What follows belongs to an exercise in optimizing a design on an open flow for small area; a production flow would make more cautious choices. Where RTL was checked, it was by simulation tests only, not by an equivalence proof against the original. Power figures rest on the tool's default switching activity, not on a simulated workload.

==> 01-06: inputs <==
// board_updater
module board_updater #(
	parameter int NUM_SQUARES = board_pkg::NUM_SQUARES,
	parameter int RANK_LEN    = board_pkg::RANK_LEN
) (
	input  logic                                           clk,
	input  logic                                           arst_n,
	input  logic                                           enable,
	input  logic                                           color_type,  
	input  logic                                           undo,
	input  logic [NUM_SQUARES-1:0]                         initial_position,
	input  logic [NUM_SQUARES-1:0]                         moved_position,
	input  logic [piece_pkg::KIND_W-1:0]                   moving_piece,
	input  logic [piece_pkg::KIND_W-1:0]                   captured_piece,
	output logic [NUM_SQUARES-1:0]                         square_en,
	output logic [NUM_SQUARES-1:0][piece_pkg::CODE_W-1:0] square_code
);
==> module square_writer, before the edit <==
module square_writer (
	input  logic                                valid,
	input  logic [2:0]                          orank_n,  
	input  logic [2:0]                          ofile_n,
	input  logic [2:0]                          drank_n,
	input  logic [2:0]                          dfile_n,
	input  logic [piece_pkg::CODE_W-1:0]        origin_code,
	input  logic [piece_pkg::CODE_W-1:0]        dest_code,
	output logic [63:0]                         square_en,
	output logic [63:0][piece_pkg::CODE_W-1:0] square_code
);
	logic [7:0] o_rank, o_file, d_rank, d_file;
	rank_decoder u_orank (.valid(valid), .idx_n(orank_n), .sel(o_rank));
	rank_decoder u_drank (.valid(valid), .idx_n(drank_n), .sel(d_rank));
	file_decoder u_ofile (.idx_n(ofile_n), .sel(o_file));
	file_decoder u_dfile (.idx_n(dfile_n), .sel(d_file));
	logic [piece_pkg::CODE_W-1:0] origin_code_n, dest_code_n;
	for (genvar b = 0; b < piece_pkg::CODE_W; b++) begin : g_bit
		inv_cell u_origin (.a(origin_code[b]), .y(origin_code_n[b]));
		inv_cell u_dest   (.a(dest_code[b]), .y(dest_code_n[b]));
	end
	for (genvar r = 0; r < 8; r++) begin : g_rank
		for (genvar f = 0; f < 8; f++) begin : g_file
			square_cell u_cell (
				.o_rank        (o_rank[r]),
				.o_file        (o_file[f]),
				.d_rank        (d_rank[r]),
				.d_file        (d_file[f]),
				.origin_code_n (origin_code_n),
				.dest_code_n   (dest_code_n),
				.en            (square_en[8*r + f]),
				.code          (square_code[8*r + f])
			);
		end
	end
endmodule
export LEC_CHECK = 0
export CAP_MARGIN = 20
export CORE_AREA = 3 3 267 77
export DIE_AREA = 0 0 270 80
export SLEW_MARGIN = 20
export SYNTH_HIERARCHICAL = 1
create_clock -name core_clock -period 12.0 [get_ports {clk}]
standard.sh (not shown) runs the stock make flow with config.mk's settings and CLKGATE_MAP_FILE= SYNTH_SCRIPT=/design/flow/synth_recipe.tcl, a recipe that flattens the netlist after the stock synthesis.
==> flow/flow/run.sh <==
#!/bin/bash
# Layout: the standard ORFS flow, with minimum-size port buffers, small
# clock buffers and no dummy clock loads, and the
# synthesized netlist's combinational cells set to their smallest size before
# floorplanning (repair_design sizes up what needs it).
set -euo pipefail
cd "$(dirname "$0")/.."
KNOBS=(
	BUFFER_PORTS_ARGS="-buffer_cell sky130_fd_sc_hd__buf_1"
	CTS_ARGS="-sink_clustering_enable -repair_clock_nets -dont_use_dummy_load -sink_clustering_size 25 -buf_list sky130_fd_sc_hd__clkbuf_8"
)
RES=orfs/results/sky130hd/board_updater/base
bash standard.sh "${KNOBS[@]}" synth > flow_synth.log 2>&1
python3 flow/downsize.py "$FLOW_HOME/platforms/sky130hd/lib/sky130_fd_sc_hd__tt_025C_1v80.lib" \
	$RES/1_2_yosys.v > flow_downsize.log 2>&1
rm -f $RES/1_synth.odb
bash standard.sh "${KNOBS[@]}" finish > flow_finish.log 2>&1
Other scripts of this flow, unchanged in this note and not shown: flow/flow/downsize.py
==> inputs of 11-05, as changes to 01-06 <==
--- a/flow/design.v
+++ b/flow/design.v
@@ -261,8 +261,10 @@
 	file_decoder u_ofile (.idx_n(ofile_n), .sel(o_file));
 	file_decoder u_dfile (.idx_n(dfile_n), .sel(d_file));
-	logic [piece_pkg::CODE_W-1:0] origin_code_n, dest_code_n;
-	for (genvar b = 0; b < piece_pkg::CODE_W; b++) begin : g_bit
-		inv_cell u_origin (.a(origin_code[b]), .y(origin_code_n[b]));
-		inv_cell u_dest   (.a(dest_code[b]), .y(dest_code_n[b]));
+	logic [1:0][piece_pkg::CODE_W-1:0] origin_code_n, dest_code_n;
+	for (genvar h = 0; h < 2; h++) begin : g_half
+		for (genvar b = 0; b < piece_pkg::CODE_W; b++) begin : g_bit
+			inv_cell u_origin (.a(origin_code[b]), .y(origin_code_n[h][b]));
+			inv_cell u_dest   (.a(dest_code[b]), .y(dest_code_n[h][b]));
+		end
 	end
 	for (genvar r = 0; r < 8; r++) begin : g_rank
@@ -273,6 +275,6 @@
 				.d_rank        (d_rank[r]),
 				.d_file        (d_file[f]),
-				.origin_code_n (origin_code_n),
-				.dest_code_n   (dest_code_n),
+				.origin_code_n (origin_code_n[r / 4]),
+				.dest_code_n   (dest_code_n[r / 4]),
 				.en            (square_en[8*r + f]),
 				.code          (square_code[8*r + f])
--- a/flow/flow/run.sh
+++ b/flow/flow/run.sh
@@ -8,5 +8,5 @@
 KNOBS=(
 	BUFFER_PORTS_ARGS="-buffer_cell sky130_fd_sc_hd__buf_1"
-	CTS_ARGS="-sink_clustering_enable -repair_clock_nets -dont_use_dummy_load -sink_clustering_size 25 -buf_list sky130_fd_sc_hd__clkbuf_8"
+	CTS_ARGS="-sink_clustering_enable -repair_clock_nets -dont_use_dummy_load -buf_list sky130_fd_sc_hd__clkbuf_8"
 )
 RES=orfs/results/sky130hd/board_updater/base
==> comparison table <==
Total routed wire length on the met1 layer: 11-05 17300 µm; 01-06 16500 µm
Final total power: 11-05 376 µW; 01-06 373 µW
Layout overhead on the synthesized area: 11-05 46.5%; 01-06 48.5%
ClkCell Share: 11-05 0.00834; 01-06 0.00829
Post-route cell area: 11-05 8250 µm²; 01-06 8300 µm²
FF-to-FF End: 11-05 s2_ofile_n[1]; 01-06 s2_valid
First-pass GRT wire length: 11-05 61900 µm; 01-06 59800 µm
Total nets after synthesis: 11-05 1061; 01-06 1049
CP Depth: 11-05 5; 01-06 9
CTS clk-pin slew, worst paths: 11-05 90 ps; 01-06 100 ps
Met2 capacity usage during global routing: 11-05 0.540; 01-06 0.531
Number of buffers and inverters on the critical path: 11-05 2; 01-06 1
Fill count: 11-05 2171; 01-06 2100
Pre-CTS setup slack: 11-05 6940 ps; 01-06 6970 ps
Worst Slack Setup Final: 11-05 7240 ps; 01-06 7140 ps
Share of power burned in the clock network: 11-05 0.231; 01-06 0.238
Multi-input gate share of the layout cell area: 11-05 0.527; 01-06 0.524
Status: 11-05 finished clean; 01-06 finished clean
Worst-Skew Late Latency: 11-05 300 ps; 01-06 320 ps
For 01-06, only the layout was checked, not whether the RTL still works.

========
==> job 9914: inputs <==
==> flow/design.v <==
package piece_pkg;
	localparam int KIND_W = 6;  
	localparam int CODE_W = 6;  
	localparam int KIND_CODE_W = CODE_W - 1;
	typedef enum logic [KIND_W-1:0] {
		KIND_PAWN   = 6'b000001,
		KIND_ROOK   = 6'b000010,
		KIND_KNIGHT = 6'b000100,
		KIND_BISHOP = 6'b001000,
		KIND_QUEEN  = 6'b010000,
		KIND_KING   = 6'b100000
	} piece_kind_e;
	typedef enum logic [KIND_CODE_W-1:0] {
		CODE_KNIGHT = 5'b00001,
		CODE_PAWN   = 5'b00010,
		CODE_KING   = 5'b00100,
		CODE_BISHOP = 5'b01000,
		CODE_ROOK   = 5'b10000,
		CODE_QUEEN  = 5'b11000
	} kind_code_e;
	localparam logic [CODE_W-1:0] EMPTY_CODE = '0;
	localparam logic COLOR_WHITE = 1'b1;
	localparam logic COLOR_BLACK = 1'b0;
endpackage
package board_pkg;
	localparam int NUM_SQUARES = 64;
	localparam int RANK_LEN = 8;  
	typedef enum logic [2:0] {
		MOVE_NONE    = 3'd0,  
		MOVE_QUIET   = 3'd1,
		MOVE_CAPTURE = 3'd2,
		UNDO_QUIET   = 3'd3,
		UNDO_CAPTURE = 3'd4
	} move_kind_e;
endpackage
module inv_cell (
	input  logic a,
	output logic y
);
	assign y = !a;
endmodule
module nand2_cell (
	input  logic a,
	input  logic b,
	output logic y
);
	assign y = !(a && b);
endmodule
module nor2_cell (
	input  logic a,
	input  logic b,
	output logic y
);
	assign y = !(a || b);
endmodule
module nor3_cell (
	input  logic a,
	input  logic b,
	input  logic c,
	output logic y
);
	assign y = !(a || b || c);
endmodule
module nor4_cell (
	input  logic a,
	input  logic b,
	input  logic c,
	input  logic d,
	output logic y
);
	assign y = !(a || b || c || d);
endmodule
module or_nand_cell (
	input  logic a1,
	input  logic a2,
	input  logic b1,
	input  logic b2,
	output logic y
);
	assign y = !((a1 || a2) && (b1 || b2));
endmodule
module piece_encoder (
	input  logic [piece_pkg::KIND_W-1:0]      kind,
	output logic [piece_pkg::KIND_CODE_W-1:0] code,
	output logic                              one_hot,
	output logic                              any
);
	assign code = {kind[1] | kind[4], kind[3] | kind[4], kind[5], kind[0], kind[2]};
	logic [2:0] hi, lo;
	assign hi = {kind[5] | kind[4], kind[3] | kind[2], kind[5] | kind[3] | kind[1]};
	assign lo = {kind[3] | kind[2] | kind[1] | kind[0], kind[5] | kind[4] | kind[1] | kind[0],
		kind[4] | kind[2] | kind[0]};
	assign one_hot = &(hi ^ lo);
	assign any     = |kind;
endmodule
module move_classifier (
	input  logic                         enable,
	input  logic                         color_type,
	input  logic                         undo,
	input  logic [63:0]                  initial_position,
	input  logic [63:0]                  moved_position,
	input  logic [piece_pkg::KIND_W-1:0] moving_piece,
	input  logic [piece_pkg::KIND_W-1:0] captured_piece,
	output logic                         move_ok,
	output logic [2:0]                   orank_n,  
	output logic [2:0]                   ofile_n,
	output logic [2:0]                   drank_n,
	output logic [2:0]                   dfile_n,
	output logic [piece_pkg::CODE_W-1:0] origin_code_n,  
	output logic [piece_pkg::CODE_W-1:0] dest_code_n
);
	logic       o_ok, d_ok;
	logic       o_top, o_low, d_top, d_low;
	logic [4:0] mover_kind, captured_kind;
	logic       mover_ok, captured_ok, captured_any;
	logic       same_square, promote;
	square_index u_origin_index (
		.pos      (initial_position),
		.rank_n   (orank_n),
		.file_n   (ofile_n),
		.ok       (o_ok),
		.top_rank (o_top),
		.low_rank (o_low)
	);
	square_index u_dest_index (
		.pos      (moved_position),
		.rank_n   (drank_n),
		.file_n   (dfile_n),
		.ok       (d_ok),
		.top_rank (d_top),
		.low_rank (d_low)
	);
	piece_encoder u_mover_enc (
		.kind    (moving_piece),
		.code    (mover_kind),
		.one_hot (mover_ok),
		.any     ()
	);
	piece_encoder u_captured_enc (
		.kind    (captured_piece),
		.code    (captured_kind),
		.one_hot (captured_ok),
		.any     (captured_any)
	);
	assign same_square = (ofile_n == dfile_n) && (orank_n == drank_n);
	assign move_ok     = enable && o_ok && d_ok && !same_square && mover_ok &&
		(captured_ok || !captured_any);
	assign promote = moving_piece[0] && (color_type ? d_top : d_low);
	always_comb begin
		origin_code_n = ~(undo ? {color_type, mover_kind} : piece_pkg::EMPTY_CODE);
		if (undo)
			dest_code_n = ~(captured_any ? {~color_type, captured_kind} : piece_pkg::EMPTY_CODE);
		else
			dest_code_n = ~{color_type, promote ? piece_pkg::CODE_QUEEN : mover_kind};
	end
endmodule
module square_index (
	input  logic [63:0] pos,
	output logic [2:0]  rank_n,
	output logic [2:0]  file_n,
	output logic        ok,
	output logic        top_rank,
	output logic        low_rank
);
	logic [7:0] rank_any, file_any;
	logic [2:0] rank_bad, file_bad;
	logic [2:0] rank_lo_n, file_lo_n;
	logic       rank_ok, file_ok, none;
	for (genvar k = 0; k < 8; k++) begin : g_any
		or8 u_rank (.v(pos[8*k +: 8]), .y(rank_any[k]));
		or8 u_file (
			.v ({pos[56 + k], pos[48 + k], pos[40 + k], pos[32 + k],
			     pos[24 + k], pos[16 + k], pos[8 + k], pos[k]}),
			.y (file_any[k])
		);
	end
	onehot8 u_rank (.v(rank_any), .idx_n(rank_n), .lo_n(rank_lo_n), .bad(rank_bad));
	onehot8 u_file (.v(file_any), .idx_n(file_n), .lo_n(file_lo_n), .bad(file_bad));
	assign none     = rank_n[0] && rank_lo_n[0];
	assign ok       = !none && !(|rank_bad) && !(|file_bad);
	assign top_rank = rank_any[7];
	assign low_rank = rank_any[0];
endmodule
module or8 (
	input  logic [7:0] v,
	output logic       y
);
	logic lo_n, hi_n;
	nor4_cell u_lo (.a(v[0]), .b(v[1]), .c(v[2]), .d(v[3]), .y(lo_n));
	nor4_cell u_hi (.a(v[4]), .b(v[5]), .c(v[6]), .d(v[7]), .y(hi_n));
	nand2_cell u_or (.a(lo_n), .b(hi_n), .y(y));
endmodule
module onehot8 (
	input  logic [7:0] v,
	output logic [2:0] idx_n,
	output logic [2:0] lo_n,
	output logic [2:0] bad
);
	nor4_cell u_hi0 (.a(v[1]), .b(v[3]), .c(v[5]), .d(v[7]), .y(idx_n[0]));
	nor4_cell u_lo0 (.a(v[0]), .b(v[2]), .c(v[4]), .d(v[6]), .y(lo_n[0]));
	nor4_cell u_hi1 (.a(v[2]), .b(v[3]), .c(v[6]), .d(v[7]), .y(idx_n[1]));
	nor4_cell u_lo1 (.a(v[0]), .b(v[1]), .c(v[4]), .d(v[5]), .y(lo_n[1]));
	nor4_cell u_hi2 (.a(v[4]), .b(v[5]), .c(v[6]), .d(v[7]), .y(idx_n[2]));
	nor4_cell u_lo2 (.a(v[0]), .b(v[1]), .c(v[2]), .d(v[3]), .y(lo_n[2]));
	for (genvar j = 0; j < 3; j++) begin : g_bad
		nor2_cell u_bad (.a(idx_n[j]), .b(lo_n[j]), .y(bad[j]));
	end
endmodule
module square_writer (
	input  logic                                valid,
	input  logic [2:0]                          orank_n,  
	input  logic [2:0]                          ofile_n,
	input  logic [2:0]                          drank_n,
	input  logic [2:0]                          dfile_n,
	input  logic [piece_pkg::CODE_W-1:0]        origin_code_n,
	input  logic [piece_pkg::CODE_W-1:0]        dest_code_n,
	output logic [63:0]                         square_en,
	output logic [63:0][piece_pkg::CODE_W-1:0] square_code
);
	logic [7:0] o_rank, o_file, d_rank, d_file;
	rank_decoder u_orank (.valid(valid), .idx_n(orank_n), .sel(o_rank));
	rank_decoder u_drank (.valid(valid), .idx_n(drank_n), .sel(d_rank));
	file_decoder u_ofile (.idx_n(ofile_n), .sel(o_file));
	file_decoder u_dfile (.idx_n(dfile_n), .sel(d_file));
	for (genvar r = 0; r < 8; r++) begin : g_rank
		for (genvar f = 0; f < 8; f++) begin : g_file
			square_cell u_cell (
				.o_rank        (o_rank[r]),
				.o_file        (o_file[f]),
				.d_rank        (d_rank[r]),
				.d_file        (d_file[f]),
				.origin_code_n (origin_code_n),
				.dest_code_n   (dest_code_n),
				.en            (square_en[8*r + f]),
				.code          (square_code[8*r + f])
			);
		end
	end
endmodule
module rank_decoder (
	input  logic       valid,
	input  logic [2:0] idx_n,
	output logic [7:0] sel
);
	logic       valid_n;
	logic [2:0] idx;
	inv_cell u_valid (.a(valid), .y(valid_n));
	for (genvar j = 0; j < 3; j++) begin : g_inv
		inv_cell u_inv (.a(idx_n[j]), .y(idx[j]));
	end
	for (genvar k = 0; k < 8; k++) begin : g_sel
		nor4_cell u_sel (
			.a (valid_n),
			.b (k[0] ? idx_n[0] : idx[0]),
			.c (k[1] ? idx_n[1] : idx[1]),
			.d (k[2] ? idx_n[2] : idx[2]),
			.y (sel[k])
		);
	end
endmodule
module file_decoder (
	input  logic [2:0] idx_n,
	output logic [7:0] sel
);
	logic [2:0] idx;
	for (genvar j = 0; j < 3; j++) begin : g_inv
		inv_cell u_inv (.a(idx_n[j]), .y(idx[j]));
	end
	for (genvar k = 0; k < 8; k++) begin : g_sel
		nor3_cell u_sel (
			.a (k[0] ? idx_n[0] : idx[0]),
			.b (k[1] ? idx_n[1] : idx[1]),
			.c (k[2] ? idx_n[2] : idx[2]),
			.y (sel[k])
		);
	end
endmodule
module square_cell (
	input  logic                         o_rank,
	input  logic                         o_file,
	input  logic                         d_rank,
	input  logic                         d_file,
	input  logic [piece_pkg::CODE_W-1:0] origin_code_n,
	input  logic [piece_pkg::CODE_W-1:0] dest_code_n,
	output logic                         en,
	output logic [piece_pkg::CODE_W-1:0] code
);
	logic origin_n, dest_n;
	nand2_cell u_origin (.a(o_rank), .b(o_file), .y(origin_n));
	nand2_cell u_dest   (.a(d_rank), .b(d_file), .y(dest_n));
	nand2_cell u_en     (.a(origin_n), .b(dest_n), .y(en));
	for (genvar b = 0; b < piece_pkg::CODE_W; b++) begin : g_bit
		or_nand_cell u_code (
			.a1 (origin_n),
			.a2 (origin_code_n[b]),
			.b1 (dest_n),
			.b2 (dest_code_n[b]),
			.y  (code[b])
		);
	end
endmodule
module board_updater #(
	parameter int NUM_SQUARES = board_pkg::NUM_SQUARES,
	parameter int RANK_LEN    = board_pkg::RANK_LEN
) (
	input  logic                                           clk,
	input  logic                                           arst_n,
	input  logic                                           enable,
	input  logic                                           color_type,  
	input  logic                                           undo,
	input  logic [NUM_SQUARES-1:0]                         initial_position,
	input  logic [NUM_SQUARES-1:0]                         moved_position,
	input  logic [piece_pkg::KIND_W-1:0]                   moving_piece,
	input  logic [piece_pkg::KIND_W-1:0]                   captured_piece,
	output logic [NUM_SQUARES-1:0]                         square_en,
	output logic [NUM_SQUARES-1:0][piece_pkg::CODE_W-1:0] square_code
);
	logic                         move_ok;
	logic [2:0]                   orank_n, ofile_n, drank_n, dfile_n;  
	logic [piece_pkg::CODE_W-1:0] origin_code_n, dest_code_n;
	move_classifier u_classifier (
		.enable           (enable),
		.color_type       (color_type),
		.undo             (undo),
		.initial_position (initial_position),
		.moved_position   (moved_position),
		.moving_piece     (moving_piece),
		.captured_piece   (captured_piece),
		.move_ok          (move_ok),
		.orank_n          (orank_n),
		.ofile_n          (ofile_n),
		.drank_n          (drank_n),
		.dfile_n          (dfile_n),
		.origin_code_n    (origin_code_n),
		.dest_code_n      (dest_code_n)
	);
	logic                         s1_valid, s2_valid;
	logic [2:0]                   s1_orank_n, s1_ofile_n, s1_drank_n, s1_dfile_n;
	logic [2:0]                   s2_orank_n, s2_ofile_n, s2_drank_n, s2_dfile_n;
	logic [piece_pkg::CODE_W-1:0] s1_origin_code_n, s1_dest_code_n;
	logic [piece_pkg::CODE_W-1:0] s2_origin_code_n, s2_dest_code_n;
	always_ff @(posedge clk or negedge arst_n) begin
		if (!arst_n) begin
			s1_valid <= 1'b0;
			s2_valid <= 1'b0;
		end else begin
			s1_valid <= move_ok;
			s2_valid <= s1_valid;
		end
	end
	always_ff @(posedge clk) begin
		s1_orank_n       <= orank_n;
		s1_ofile_n       <= ofile_n;
		s1_drank_n       <= drank_n;
		s1_dfile_n       <= dfile_n;
		s1_origin_code_n <= origin_code_n;
		s1_dest_code_n   <= dest_code_n;
		s2_orank_n       <= s1_orank_n;
		s2_ofile_n       <= s1_ofile_n;
		s2_drank_n       <= s1_drank_n;
		s2_dfile_n       <= s1_dfile_n;
		s2_origin_code_n <= s1_origin_code_n;
		s2_dest_code_n   <= s1_dest_code_n;
	end
	square_writer u_writer (
		.valid         (s2_valid),
		.orank_n       (s2_orank_n),
		.ofile_n       (s2_ofile_n),
		.drank_n       (s2_drank_n),
		.dfile_n       (s2_dfile_n),
		.origin_code_n (s2_origin_code_n),
		.dest_code_n   (s2_dest_code_n),
		.square_en     (square_en),
		.square_code   (square_code)
	);
endmodule
==> flow/flow/run.sh <==
#!/bin/bash
# Layout: the standard ORFS flow, with minimum-size port buffers and
# area/power recovery of non-critical gates after global routing.
set -euo pipefail
cd "$(dirname "$0")/.."
bash standard.sh \
	BUFFER_PORTS_ARGS="-buffer_cell sky130_fd_sc_hd__buf_1" \
	RECOVER_POWER=100 \
	finish > flow_standard.log 2>&1
==> flow/standard.sh <==
#!/bin/bash
# synth_recipe.tcl (not shown) runs the flow's synth.tcl, then flattens the netlist and writes it again
# the make line also repeats each setting of config.mk as NAME=value (left out here)
make -C /OpenROAD-flow-scripts/flow DESIGN_CONFIG=/design/flow/config.mk WORK_HOME=/design/flow/orfs CLKGATE_MAP_FILE= SYNTH_SCRIPT=/design/flow/synth_recipe.tcl "${@:-finish}"
==> flow/config.mk <==
export PLATFORM = sky130hd
export DESIGN_NAME = board_updater
export DESIGN_NICKNAME = board_updater
export VERILOG_FILES = /design/flow/design.v
export SDC_FILE = /design/flow/constraint.sdc
export NUM_CORES = 4
export LEC_CHECK = 0
export CAP_MARGIN = 20
export CORE_AREA = 3 3 267 77
export DIE_AREA = 0 0 270 80
export SLEW_MARGIN = 20
export SYNTH_HIERARCHICAL = 1
==> flow/constraint.sdc <==
create_clock -name core_clock -period 12.0 [get_ports {clk}]
set_input_delay 2.4000 -clock core_clock [delete_from_list [all_inputs] [get_ports {clk}]]
set_output_delay 2.4000 -clock core_clock [all_outputs]
set_load 0.01 [all_outputs]
==> job 8221 (differences from job 9914) <==
==> flow/design.v, changed modules only <==
module piece_encoder (
	input  logic                         color_type,
	input  logic                         undo,
	input  logic                         far_white,  
	input  logic                         far_black,  
	input  logic [piece_pkg::KIND_W-1:0] moving_piece,
	input  logic [piece_pkg::KIND_W-1:0] captured_piece,
	output logic                         pieces_ok,
	output logic [piece_pkg::CODE_W-1:0] origin_code_n,
	output logic [piece_pkg::CODE_W-1:0] dest_code_n
);
	logic [piece_pkg::KIND_CODE_W-1:0] mover_kind, captured_kind;
	logic [2:0] m_hi, m_lo, c_hi, c_lo;
	logic       captured_any, promote;
	function automatic logic [piece_pkg::KIND_CODE_W-1:0] kind_code(input logic [5:0] k);
		kind_code = {k[1] | k[4], k[3] | k[4], k[5], k[0], k[2]};
	endfunction
	function automatic logic [2:0] hi_side(input logic [5:0] k);
		hi_side = {k[5] | k[4], k[3] | k[2], k[5] | k[3] | k[1]};
	endfunction
	function automatic logic [2:0] lo_side(input logic [5:0] k);
		lo_side = {k[3] | k[2] | k[1] | k[0], k[5] | k[4] | k[1] | k[0], k[4] | k[2] | k[0]};
	endfunction
	assign mover_kind    = kind_code(moving_piece);
	assign captured_kind = kind_code(captured_piece);
	assign m_hi          = hi_side(moving_piece);
	assign m_lo          = lo_side(moving_piece);
	assign c_hi          = hi_side(captured_piece);
	assign c_lo          = lo_side(captured_piece);
	assign captured_any  = c_hi[0] | c_lo[0];
	assign pieces_ok = (m_hi[0] | m_lo[0]) && !(|(m_hi & m_lo)) && !(|(c_hi & c_lo));
	assign promote = moving_piece[0] && (color_type ? far_white : far_black);
	always_comb begin
		origin_code_n = ~(undo ? {color_type, mover_kind} : piece_pkg::EMPTY_CODE);
		if (undo)
			dest_code_n = ~(captured_any ? {~color_type, captured_kind} : piece_pkg::EMPTY_CODE);
		else
			dest_code_n = ~{color_type, promote ? piece_pkg::CODE_QUEEN : mover_kind};
	end
endmodule
module move_classifier (
	input  logic                         enable,
	input  logic                         color_type,
	input  logic                         undo,
	input  logic [63:0]                  initial_position,
	input  logic [63:0]                  moved_position,
	input  logic [piece_pkg::KIND_W-1:0] moving_piece,
	input  logic [piece_pkg::KIND_W-1:0] captured_piece,
	output logic                         move_ok,
	output logic [2:0]                   orank_n,  
	output logic [2:0]                   ofile_n,
	output logic [2:0]                   drank_n,
	output logic [2:0]                   dfile_n,
	output logic [piece_pkg::CODE_W-1:0] origin_code_n,  
	output logic [piece_pkg::CODE_W-1:0] dest_code_n
);
	logic       o_ok, d_ok;
	logic       d_top, d_low;
	logic [2:0] orank_lo_n, ofile_lo_n, drank_lo_n, dfile_lo_n;
	logic       pieces_ok, same_square;
	square_index u_origin_index (
		.pos      (initial_position),
		.rank_n   (orank_n),
		.file_n   (ofile_n),
		.rank_lo_n(orank_lo_n),
		.file_lo_n(ofile_lo_n),
		.ok       (o_ok),
		.top_rank (),
		.low_rank ()
	);
	square_index u_dest_index (
		.pos      (moved_position),
		.rank_n   (drank_n),
		.file_n   (dfile_n),
		.rank_lo_n(drank_lo_n),
		.file_lo_n(dfile_lo_n),
		.ok       (d_ok),
		.top_rank (d_top),
		.low_rank (d_low)
	);
	piece_encoder u_pieces (
		.color_type     (color_type),
		.undo           (undo),
		.far_white      (d_top),
		.far_black      (d_low),
		.moving_piece   (moving_piece),
		.captured_piece (captured_piece),
		.pieces_ok      (pieces_ok),
		.origin_code_n  (origin_code_n),
		.dest_code_n    (dest_code_n)
	);
	assign same_square = &((~orank_n & ~drank_n) | (~orank_lo_n & ~drank_lo_n)) &&
		&((~ofile_n & ~dfile_n) | (~ofile_lo_n & ~dfile_lo_n));
	assign move_ok     = enable && o_ok && d_ok && !same_square && pieces_ok;
endmodule
module square_index (
	input  logic [63:0] pos,
	output logic [2:0]  rank_n,
	output logic [2:0]  file_n,
	output logic [2:0]  rank_lo_n,
	output logic [2:0]  file_lo_n,
	output logic        ok,
	output logic        top_rank,
	output logic        low_rank
);
	logic [7:0] rank_any, file_any;
	logic [2:0] rank_bad, file_bad;
	logic       rank_ok, file_ok, none;
	for (genvar k = 0; k < 8; k++) begin : g_any
		or8 u_rank (.v(pos[8*k +: 8]), .y(rank_any[k]));
		or8 u_file (
			.v ({pos[56 + k], pos[48 + k], pos[40 + k], pos[32 + k],
			     pos[24 + k], pos[16 + k], pos[8 + k], pos[k]}),
			.y (file_any[k])
		);
	end
	onehot8 u_rank (.v(rank_any), .idx_n(rank_n), .lo_n(rank_lo_n), .bad(rank_bad));
	onehot8 u_file (.v(file_any), .idx_n(file_n), .lo_n(file_lo_n), .bad(file_bad));
	assign none     = rank_n[0] && rank_lo_n[0];
	assign ok       = !none && !(|rank_bad) && !(|file_bad);
	assign top_rank = rank_any[7];
	assign low_rank = rank_any[0];
endmodule
==> flow/flow/run.sh (replaced) <==
#!/bin/bash
# Layout: the standard ORFS flow, with minimum-size port buffers, and the
# synthesized netlist's combinational cells set to their smallest size before
# floorplanning (repair_design sizes up what needs it).
set -euo pipefail
cd "$(dirname "$0")/.."
KNOBS=(BUFFER_PORTS_ARGS="-buffer_cell sky130_fd_sc_hd__buf_1")
RES=orfs/results/sky130hd/board_updater/base
bash standard.sh "${KNOBS[@]}" synth > flow_synth.log 2>&1
python3 flow/downsize.py "$FLOW_HOME/platforms/sky130hd/lib/sky130_fd_sc_hd__tt_025C_1v80.lib" \
	$RES/1_2_yosys.v > flow_downsize.log 2>&1
rm -f $RES/1_synth.odb
bash standard.sh "${KNOBS[@]}" finish > flow_finish.log 2>&1
==> flow/flow/downsize.py (new file) <==
#!/usr/bin/env python3
"""Swap every combinational cell of a synthesized netlist for the smallest cell
of the same kind (same name up to the drive-strength suffix). Flip-flops and
latches keep their cells. The placer's repair later sizes up what needs it."""
import re
import sys

lib, netlist = sys.argv[1], sys.argv[2]

area = {}
cell = None
for line in open(lib):
    m = re.match(r'\s*cell\s*\(\s*"?(sky130_fd_sc_hd__\w+?)"?\s*\)', line)
    if m:
        cell = m.group(1)
        continue
    m = re.match(r'\s*area\s*:\s*([0-9.]+)', line)
    if m and cell:
        area[cell] = float(m.group(1))
        cell = None

def kind(c):
    m = re.match(r'(sky130_fd_sc_hd__\w+)_(\d+)$', c)
    return m.group(1) if m else None

smallest = {}
for c, a in area.items():
    k = kind(c)
    if k is None or 'lpflow' in k:
        continue
    if k not in smallest or a < area[smallest[k]]:
        smallest[k] = c

keep = re.compile(r'sky130_fd_sc_hd__(df|sdf|edf|dl|conb|tap|fill|decap)')
text = open(netlist).read()
swaps = {}

def swap(m):
    c = m.group(0)
    k = kind(c)
    if keep.match(c) or k not in smallest or smallest[k] == c:
        return c
    swaps[c] = swaps.get(c, 0) + 1
    return smallest[k]

text = re.sub(r'sky130_fd_sc_hd__\w+', swap, text)
open(netlist, 'w').write(text)
for c, n in sorted(swaps.items()):
    print(f'{n} x {c} -> {smallest[kind(c)]}')
==> flow_summary.ini <==
[route]
routed_wl_um = 46100
first_iter_violations = 2458

[critical_path]
cp-end-kind = flop

[power]
seq_power_share = 0.439
power_frac_clock = 0.371
powerComb_uw = 87.0

[status]
status = finished clean

[job]
maxCapViolCount = 0
-- figures above: job 8221

==> flow_summary.ini <==
[status]
status = failed layout checks
violations = max-capacitance violations, max-slew violations

[sta]
slew_viol_final = 72

[job]
maxCapViolCount = 8

[power]
seq_power_share = 0.417

[route]
first_iter_violations = 2149
routed_wl_um = 40700
-- figures above: job 9914

Only the layout flow was run in job 9914; the RTL was not checked for function there.

## re-timing with driven ports
No port has a modelled driver above. Below, the same layouts with a new extraction and two added sets of constraints. Step 1, drivers: a clkbuf_16 drives clk and a buf_2 each remaining input, both assumed. Step 2 adds t to the input delays and takes it off the output delays; t is the mean of the earliest and latest rising clock arrival at the registers after step 1. Input paths then give back, and output paths get back, about the clock's delay inside the block. Three values: ideal, step 1, step 2; two values: the first two.
run | t (ns) | setup slack, ns | pins driven straight from the clock port
01-06 | 0.341 | 7.142 / 7.153 / 6.812 | 1
11-05 | 0.325 | 7.240 / 7.206 / 6.934 | 1
job 9914 | 0.308 | 5.764 / 5.735 / 6.043 | 1
job 8221 | 0.350 | 6.558 / 6.584 / 6.234 | 1
For 01-06, which loses most, drivers alone change the setup slack by +0.011 ns; drivers and shift together by -0.330 ns.
